This design comes from an exercise in tuning for small area, a short achievable clock period and few clock cycles per item on the open sky130 flow, not from production work. In this exercise RTL edits were held to simulation tests only and were not proved equivalent to the original.

## v6
==> flow/design.v <==
package rau_pkg;
    localparam logic [2:0] MODE_ADD = 3'd0;
    localparam logic [2:0] MODE_SUB = 3'd1;
    localparam logic [2:0] MODE_MUL = 3'd2;
    localparam logic [2:0] MODE_DIV = 3'd3;
    localparam logic [2:0] MODE_NEG = 3'd4;
    localparam logic [2:0] MODE_INC = 3'd5;
    localparam logic [2:0] MODE_DEC = 3'd6;
    localparam logic [2:0] MODE_RED = 3'd7;
    localparam logic [1:0] ERR_OK       = 2'd0;
    localparam logic [1:0] ERR_ZERO_DEN = 2'd1;
    localparam logic [1:0] ERR_DIV_ZERO = 2'd2;
    localparam logic [1:0] ERR_OVERFLOW = 2'd3;
endpackage
module rational_arithmetic_unit (
    input  logic         aclk,
    input  logic         aresetn,
    input  logic         s_axis_tvalid,
    output logic         s_axis_tready,
    input  logic [135:0] s_axis_tdata,
    output logic         m_axis_tvalid,
    input  logic         m_axis_tready,
    output logic [71:0]  m_axis_tdata
);
    localparam logic [3:0] S_IDLE = 4'b0001;
    localparam logic [3:0] S_ERR  = 4'b0010;
    localparam logic [3:0] S_MUL  = 4'b0100;
    localparam logic [3:0] S_GCD  = 4'b1000;
    logic [2:0]  mode;
    logic [31:0] an, ad, bn, bd;
    assign mode = s_axis_tdata[2:0];
    assign an = s_axis_tdata[34:3];
    assign ad = s_axis_tdata[66:35];
    assign bn = s_axis_tdata[98:67];
    assign bd = s_axis_tdata[130:99];
    logic m_add, m_sub, m_mul, m_div, m_neg, m_inc, m_dec, two;
    assign m_add = (mode == rau_pkg::MODE_ADD);
    assign m_sub = (mode == rau_pkg::MODE_SUB);
    assign m_mul = (mode == rau_pkg::MODE_MUL);
    assign m_div = (mode == rau_pkg::MODE_DIV);
    assign m_neg = (mode == rau_pkg::MODE_NEG);
    assign m_inc = (mode == rau_pkg::MODE_INC);
    assign m_dec = (mode == rau_pkg::MODE_DEC);
    assign two   = ~mode[2];
    logic [3:0]  state;
    logic        ovalid;
    logic [4:0]  cnt;
    logic        first_r;
    logic        u1, w1, u2, w2, u3, w3;    
    logic        h1, h2, h3;                
    logic [64:0] x;
    logic [63:0] y;
    logic signed [31:0] p1, p2;
    logic [30:0] q1, q2;
    logic        ovf_r;
    logic        abs_r;      
    logic        sgn_r;      
    logic [1:0]  err_r;
    logic [1:0]  ecode_r;
    logic zd, dz;
    assign zd = (ad == 32'd0) || (two && bd == 32'd0);
    assign dz = m_div && (bn == 32'd0);
    logic [30:0] sig;
    logic [4:0]  top;
    integer j;
    always_comb begin
        sig = (bd[30:0] ^ {31{bd[31]}})
            | (m_mul ? (bn[30:0] ^ {31{bn[31]}}) : (ad[30:0] ^ {31{ad[31]}}));
        top = 5'd0;
        for (j = 0; j < 31; j = j + 1)
            if (sig[j]) top = 5'(j + 1);
    end
    logic [31:0] a2, a3;
    logic        en2, neg1, neg2, f;
    assign a2   = (m_inc || m_dec) ? ad : bn;
    assign a3   = m_div ? bn : ad;
    assign en2  = m_add || m_sub || m_inc || m_dec;
    assign neg1 = m_neg;
    assign neg2 = m_sub || m_dec;
    assign f    = a3[31] ^ (two && (m_div ? ad[31] : bd[31]));
    logic sp;
    assign sp = (m_mul || m_div || m_neg || mode == rau_pkg::MODE_RED)
             && (an[31] ^ (m_mul ? bn[31] : (m_div ? bd[31] : 1'b0)) ^ m_neg ^ f);
    logic [3:0]  nidx, didx;
    logic [32:0] ade, bne, bde;
    logic [2:0]  wad, wbn, wbd, nb1, nb2, nb3;
    assign nidx = cnt[3:0] - 4'd1;
    assign didx = state[0] ? top[4:1] : nidx;
    assign ade = {ad, 1'b0};
    assign bne = {bn, 1'b0};
    assign bde = {bd, 1'b0};
    always_comb begin
        wad = ade[{didx, 1'b0} +: 3];
        wbn = bne[{didx, 1'b0} +: 3];
        wbd = bde[{didx, 1'b0} +: 3];
        nb1 = m_mul ? wbn : wbd;
        nb2 = wad;
        nb3 = m_div ? wad : wbd;
    end
    logic        in_mul, in_abs;
    logic [31:0] ra3;
    logic [64:0] t1, t2, xs, cs_s, cs_c, xa, xb, x_add;
    logic [63:0] t3, ys, y_add;
    assign in_mul = state[2];
    assign in_abs = abs_r;
    assign ra3 = {q2[0], q1};
    always_comb begin
        t1 = u1 ? ((h1 ? {{32{p1[31]}}, p1, 1'b0} : {{33{p1[31]}}, p1}) ^ {65{w1}}) : 65'd0;
        t2 = u2 ? ((h2 ? {{32{p2[31]}}, p2, 1'b0} : {{33{p2[31]}}, p2}) ^ {65{w2}}) : 65'd0;
        xs = first_r ? {64'd0, u1 && w1} : {x[62:0], 1'b0, u1 && w1};
        cs_s = xs ^ t1 ^ t2;
        cs_c = {(xs[63:0] & t1[63:0]) | (xs[63:0] & t2[63:0]) | (t1[63:0] & t2[63:0]), u2 && w2};
        if (in_mul) begin
            xa = cs_s; xb = cs_c;
        end else if (in_abs) begin
            xa = ~x;   xb = 65'd1;
        end else begin
            xa = x;    xb = {1'b1, ~y[63:1], 1'b1};
        end
        x_add = xa + xb;
        if (in_mul) begin
            t3 = u3 ? ((h3 ? {{31{ra3[31]}}, ra3, 1'b0} : {{32{ra3[31]}}, ra3}) ^ {64{w3}}) : 64'd0;
            ys = first_r ? {63'd0, u3 && w3} : {y[61:0], 1'b0, u3 && w3};
        end else begin
            t3 = {~x[63:1], 1'b1};
            ys = y;
        end
        y_add = ys + t3;
    end
    logic        x_zero, x_odd, y_odd, x_eq_y;
    logic [64:0] dsel;
    logic        ge;
    logic [2:0]  lowv;
    logic [1:0]  k;
    always_comb begin
        x_zero = (x == 65'd0);
        x_odd  = x[0];
        y_odd  = y[0];
        x_eq_y = (x == {1'b0, y});
        ge = !x_add[64];
        dsel = ge ? x_add : {1'b0, y_add};
        if (!x_odd && !y_odd) lowv = x[2:0] | y[2:0];
        else if (!x_odd) lowv = x[2:0];
        else if (!y_odd) lowv = y[2:0];
        else lowv = x[2:0] ^ y[2:0];
        if (lowv[0]) k = 2'd0;
        else if (lowv[1]) k = 2'd1;
        else if (lowv[2]) k = 2'd2;
        else k = 2'd3;
    end
    logic        sub_step, xev, yev, both, swap;
    logic [1:0]  kk;
    assign both     = !x_odd && !y_odd;
    assign xev      = !x_odd && y_odd;
    assign yev      = x_odd && !y_odd;
    assign sub_step = x_odd && y_odd;
    assign swap     = (sub_step && !ge) || yev;
    assign kk       = both ? 2'd1 : k;
    function automatic logic p_bad(input logic signed [34:0] v);
        p_bad = (v > 35'sd2147483647) || (v < -35'sd2147483647);
    endfunction
    function automatic logic q_bad(input logic [33:0] v);
        q_bad = (v > 34'd2147483647);
    endfunction
    function automatic logic p_bad_sh(input logic signed [31:0] v, input logic [1:0] sh);
        case (sh)
            2'd0: p_bad_sh = 1'b0;
            2'd1: p_bad_sh = (v >= 32'sh40000000) || (v <= -32'sh40000000);
            2'd2: p_bad_sh = (v >= 32'sh20000000) || (v <= -32'sh20000000);
            default: p_bad_sh = (v >= 32'sh10000000) || (v <= -32'sh10000000);
        endcase
    endfunction
    function automatic logic q_bad_sh(input logic [30:0] v, input logic [1:0] sh);
        case (sh)
            2'd0: q_bad_sh = 1'b0;
            2'd1: q_bad_sh = v[30];
            2'd2: q_bad_sh = |v[30:29];
            default: q_bad_sh = |v[30:28];
        endcase
    endfunction
    logic [64:0] xsrc, x_gcd;
    logic [63:0] y_gcd;
    logic signed [31:0] p1src;
    logic [30:0] q1src;
    logic signed [34:0] psum, p1n;
    logic [33:0] qsum, q1n;
    logic        bad1, bad2, bad_sum, bad1n;
    always_comb begin
        xsrc  = sub_step ? dsel : (yev ? {1'b0, y} : x);
        x_gcd = xsrc >> kk;
        if (both) y_gcd = y >> 1;
        else if (swap) y_gcd = x[63:0];
        else y_gcd = y;
        psum  = 35'(p1) + 35'(p2);
        qsum  = 34'(q1) + 34'(q2);
        p1src = swap ? p2 : p1;
        q1src = swap ? q2 : q1;
        p1n   = 35'(p1src) <<< k;
        q1n   = 34'(q1src) << k;
        bad1  = p_bad_sh(p1, k) || q_bad_sh(q1, k);
        bad2  = p_bad_sh(p2, k) || q_bad_sh(q2, k);
        bad_sum = p_bad(psum) || q_bad(qsum);
        bad1n = swap ? bad2 : bad1;
    end
    logic gcd_done, fin_eq;
    assign fin_eq   = sub_step && x_eq_y;
    assign gcd_done = ovf_r || x_zero || fin_eq;
    logic take, start;
    assign take  = state[1] || (state[3] && gcd_done && !in_abs);
    assign start = state[0] && s_axis_tvalid && (!ovalid || m_axis_tready);
    assign s_axis_tready = take;
    assign m_axis_tvalid = ovalid;
    always_ff @(posedge aclk) begin
        if (!aresetn) begin
            state  <= S_IDLE;
            ovalid <= 1'b0;
        end else begin
            if (m_axis_tready) ovalid <= 1'b0;
            if (take) ovalid <= 1'b1;
            if (start) state <= (zd || dz) ? S_ERR : S_MUL;
            if (state[1]) state <= S_IDLE;
            if (state[2] && cnt == 5'd0) state <= S_GCD;
            if (state[3] && take) state <= S_IDLE;
        end
    end
    always_ff @(posedge aclk) begin
        case (1'b1)
            state[0]: begin
                cnt     <= two ? {1'b0, top[4:1]} : 5'd0;
                sgn_r   <= sp;
                first_r <= 1'b1;
                ecode_r <= zd ? rau_pkg::ERR_ZERO_DEN : rau_pkg::ERR_DIV_ZERO;
                if (start) begin
                    p1 <= an;
                    p2 <= a2;
                    q1 <= a3[30:0];
                    q2 <= {30'd0, a3[31]};
                end
            end
            state[1]: begin
                err_r <= ecode_r;
            end
            state[2]: begin
                x <= x_add;
                y <= y_add;
                first_r <= 1'b0;
                cnt <= {1'b0, nidx};
                if (cnt == 5'd0) begin
                    p1 <= sgn_r ? -32'sd1 : 32'sd1; p2 <= 32'sd0;
                    abs_r <= x_add[64];
                    q1 <= 31'd0;  q2 <= 31'd1;
                    ovf_r <= 1'b0;
                end
            end
            state[3]: begin
                if (gcd_done) begin
                    if (fin_eq && !ovf_r) begin
                        p2 <= psum[31:0];
                        q2 <= qsum[30:0];
                    end
                    err_r <= (ovf_r || (fin_eq && bad_sum))
                             ? rau_pkg::ERR_OVERFLOW : rau_pkg::ERR_OK;
                end else if (in_abs) begin
                    x  <= x_add;
                    p1 <= -32'sd1;
                    abs_r <= 1'b0;
                end else begin
                    x <= x_gcd;
                    y <= y_gcd;
                    if (!both) begin
                        p1 <= p1n[31:0];
                        q1 <= q1n[30:0];
                    end
                    if (sub_step) begin
                        p2 <= psum[31:0];
                        q2 <= qsum[30:0];
                    end else if (yev) begin
                        p2 <= p1;
                        q2 <= q1;
                    end
                    ovf_r <= (!both && bad1n) || (sub_step && bad_sum);
                end
            end
            default: ;
        endcase
    end
    function automatic logic bz(input logic [2:0] d);
        bz = (d != 3'b000) && (d != 3'b111);
    endfunction
    function automatic logic bh(input logic [2:0] d);
        bh = (d == 3'b011) || (d == 3'b100);
    endfunction
    always_ff @(posedge aclk) begin
        u1 <= two ? bz(nb1) : 1'b1;
        u2 <= en2 && (two ? bz(nb2) : 1'b1);
        u3 <= two ? bz(nb3) : 1'b1;
        h1 <= two && bh(nb1);
        h2 <= two && bh(nb2);
        h3 <= two && bh(nb3);
        w1 <= neg1 ^ f ^ sp ^ (two && nb1[2]);
        w2 <= neg2 ^ f ^ sp ^ (two && nb2[2]);
        w3 <= f ^ (two && nb3[2]);
    end
    logic ok;
    assign ok = (err_r == rau_pkg::ERR_OK);
    assign m_axis_tdata = {7'd0, err_r, ok ? q2 : 31'd1, ok ? p2 : 32'd0};
endmodule
Settings: LEC_CHECK=0, CAP_MARGIN=20, CORE_MARGIN=2, CORE_UTILIZATION=40, SETUP_SLACK_MARGIN=4, SLEW_MARGIN=20; clock period 10.0 ns.
run.sh (not shown) runs the stock make flow with config.mk's settings and CLKGATE_MAP_FILE= SYNTH_SCRIPT=/design/flow/synth_recipe.tcl, a recipe that flattens the netlist after the stock synthesis.
Testbench counts of v6, summed over its fixed seeds: cycles 49,017, items 2,400.
The inputs of v7 differ from those of v6 as listed below.
diff --git a/flow/design.v b/flow/design.v
--- a/flow/design.v
+++ b/flow/design.v
@@ -48,6 +48,7 @@
     logic        first_r;
     logic        u1, w1, u2, w2, u3, w3;    
     logic        h1, h2, h3;                
+    logic        se1, se2, se3;             
     logic [64:0] x;
     logic [63:0] y;
     logic signed [31:0] p1, p2;
@@ -107,6 +108,8 @@
     always_comb begin
         t1 = u1 ? ((h1 ? {{32{p1[31]}}, p1, 1'b0} : {{33{p1[31]}}, p1}) ^ {65{w1}}) : 65'd0;
         t2 = u2 ? ((h2 ? {{32{p2[31]}}, p2, 1'b0} : {{33{p2[31]}}, p2}) ^ {65{w2}}) : 65'd0;
+        t1[64:34] = {31{se1}};
+        t2[64:34] = {31{se2}};
         xs = first_r ? {64'd0, u1 && w1} : {x[62:0], 1'b0, u1 && w1};
         cs_s = xs ^ t1 ^ t2;
         cs_c = {(xs[63:0] & t1[63:0]) | (xs[63:0] & t2[63:0]) | (t1[63:0] & t2[63:0]), u2 && w2};
@@ -120,6 +123,7 @@
         x_add = xa + xb;
         if (in_mul) begin
             t3 = u3 ? ((h3 ? {{31{ra3[31]}}, ra3, 1'b0} : {{32{ra3[31]}}, ra3}) ^ {64{w3}}) : 64'd0;
+            t3[63:34] = {30{se3}};
             ys = first_r ? {63'd0, u3 && w3} : {y[61:0], 1'b0, u3 && w3};
         end else begin
             t3 = {~x[63:1], 1'b1};
@@ -241,7 +245,6 @@
                 err_r <= ecode_r;
             end
             state[2]: begin
-                x <= x_add;
                 y <= y_add;
                 first_r <= 1'b0;
                 cnt <= {1'b0, nidx};
@@ -261,11 +264,9 @@
                     err_r <= (ovf_r || (fin_eq && bad_sum))
                              ? rau_pkg::ERR_OVERFLOW : rau_pkg::ERR_OK;
                 end else if (in_abs) begin
-                    x  <= x_add;
                     p1 <= -32'sd1;
                     abs_r <= 1'b0;
                 end else begin
-                    x <= x_gcd;
                     y <= y_gcd;
                     if (!both) begin
                         p1 <= p1n[31:0];
@@ -291,6 +292,24 @@
         bh = (d == 3'b011) || (d == 3'b100);
     endfunction
     always_ff @(posedge aclk) begin
+        x <= (in_mul || in_abs) ? x_add : x_gcd;
+    end
+    logic nu1, nu2, nu3, nw1, nw2, nw3;
+    logic [31:0] na3;
+    always_comb begin
+        nu1 = two ? bz(nb1) : 1'b1;
+        nu2 = en2 && (two ? bz(nb2) : 1'b1);
+        nu3 = two ? bz(nb3) : 1'b1;
+        nw1 = neg1 ^ f ^ sp ^ (two && nb1[2]);
+        nw2 = neg2 ^ f ^ sp ^ (two && nb2[2]);
+        nw3 = f ^ (two && nb3[2]);
+    end
+    always_ff @(posedge aclk) begin
+        se1 <= nu1 && ((state[0] ? an[31] : p1[31]) ^ nw1);
+        se2 <= nu2 && ((state[0] ? a2[31] : p2[31]) ^ nw2);
+        se3 <= nu3 && ((state[0] ? a3[31] : ra3[31]) ^ nw3);
+    end
+    always_ff @(posedge aclk) begin
         u1 <= two ? bz(nb1) : 1'b1;
         u2 <= en2 && (two ? bz(nb2) : 1'b1);
         u3 <= two ? bz(nb3) : 1'b1;
Results
Delta(post-route core utilization, v7 - v6) < 0
Taking v6 as the reference point, the largest fanout of any net on the critical path of v7 falls by 16.
Max multi-input gate area in the final layout across v7 and v6: v7
Diff v7..v6 | number of antenna violations at the first check in global routing | unchanged
v7 ended with less number of buffers and inverters on the critical path than v6.
| total CTS buffers | v7 vs v6 | 2.5% higher |
Compared with v6, v7 shows mean area per synthesized cell lower by 0.47%.
Looking at critical path capture point, the u3 result is from v6; the se1 one comes from v7.
met2 capacity usage during global routing was lower in the run labelled v7.
Between v7 and v6, the post-synthesis instance area figures differ only marginally.
Testbench counts of v7, summed over its fixed seeds: cycles 49,017, items 2,400.

-- static timing again, ports no longer ideal --
No port has a modelled driver above. Below, the same layouts with a new extraction and two added sets of constraints. Step 1 (the two cells are an assumption about what drives the block):
set clk [get_ports {aclk}]
set_driving_cell -lib_cell sky130_fd_sc_hd__clkbuf_16 $clk
set_driving_cell -lib_cell sky130_fd_sc_hd__buf_2 [delete_from_list [all_inputs] $clk]
Step 2 adds t to the input delays and takes it off the output delays; t is the mean of the earliest and latest rising clock arrival at the registers after step 1. Input paths then give back, and output paths get back, about the clock's delay inside the block. Slacks: ideal / step 1 / step 2; pairs: ideal / step 1.
| run | shift t [ns] | setup WS [ns] | hold WS [ns] |
|---|---|---|---|
| v6 | 0.697 | 4.043 / 3.987 / 3.393 | 0.585 / 0.585 / 0.585 |
| v7 | 0.674 | 4.007 / 3.959 / 3.383 | 0.521 / 0.521 / 0.521 |
After both steps setup and hold are still met in every run listed. The setup slack of v6, which loses most, moves by -0.056 ns with the drivers and by -0.650 ns with both steps.
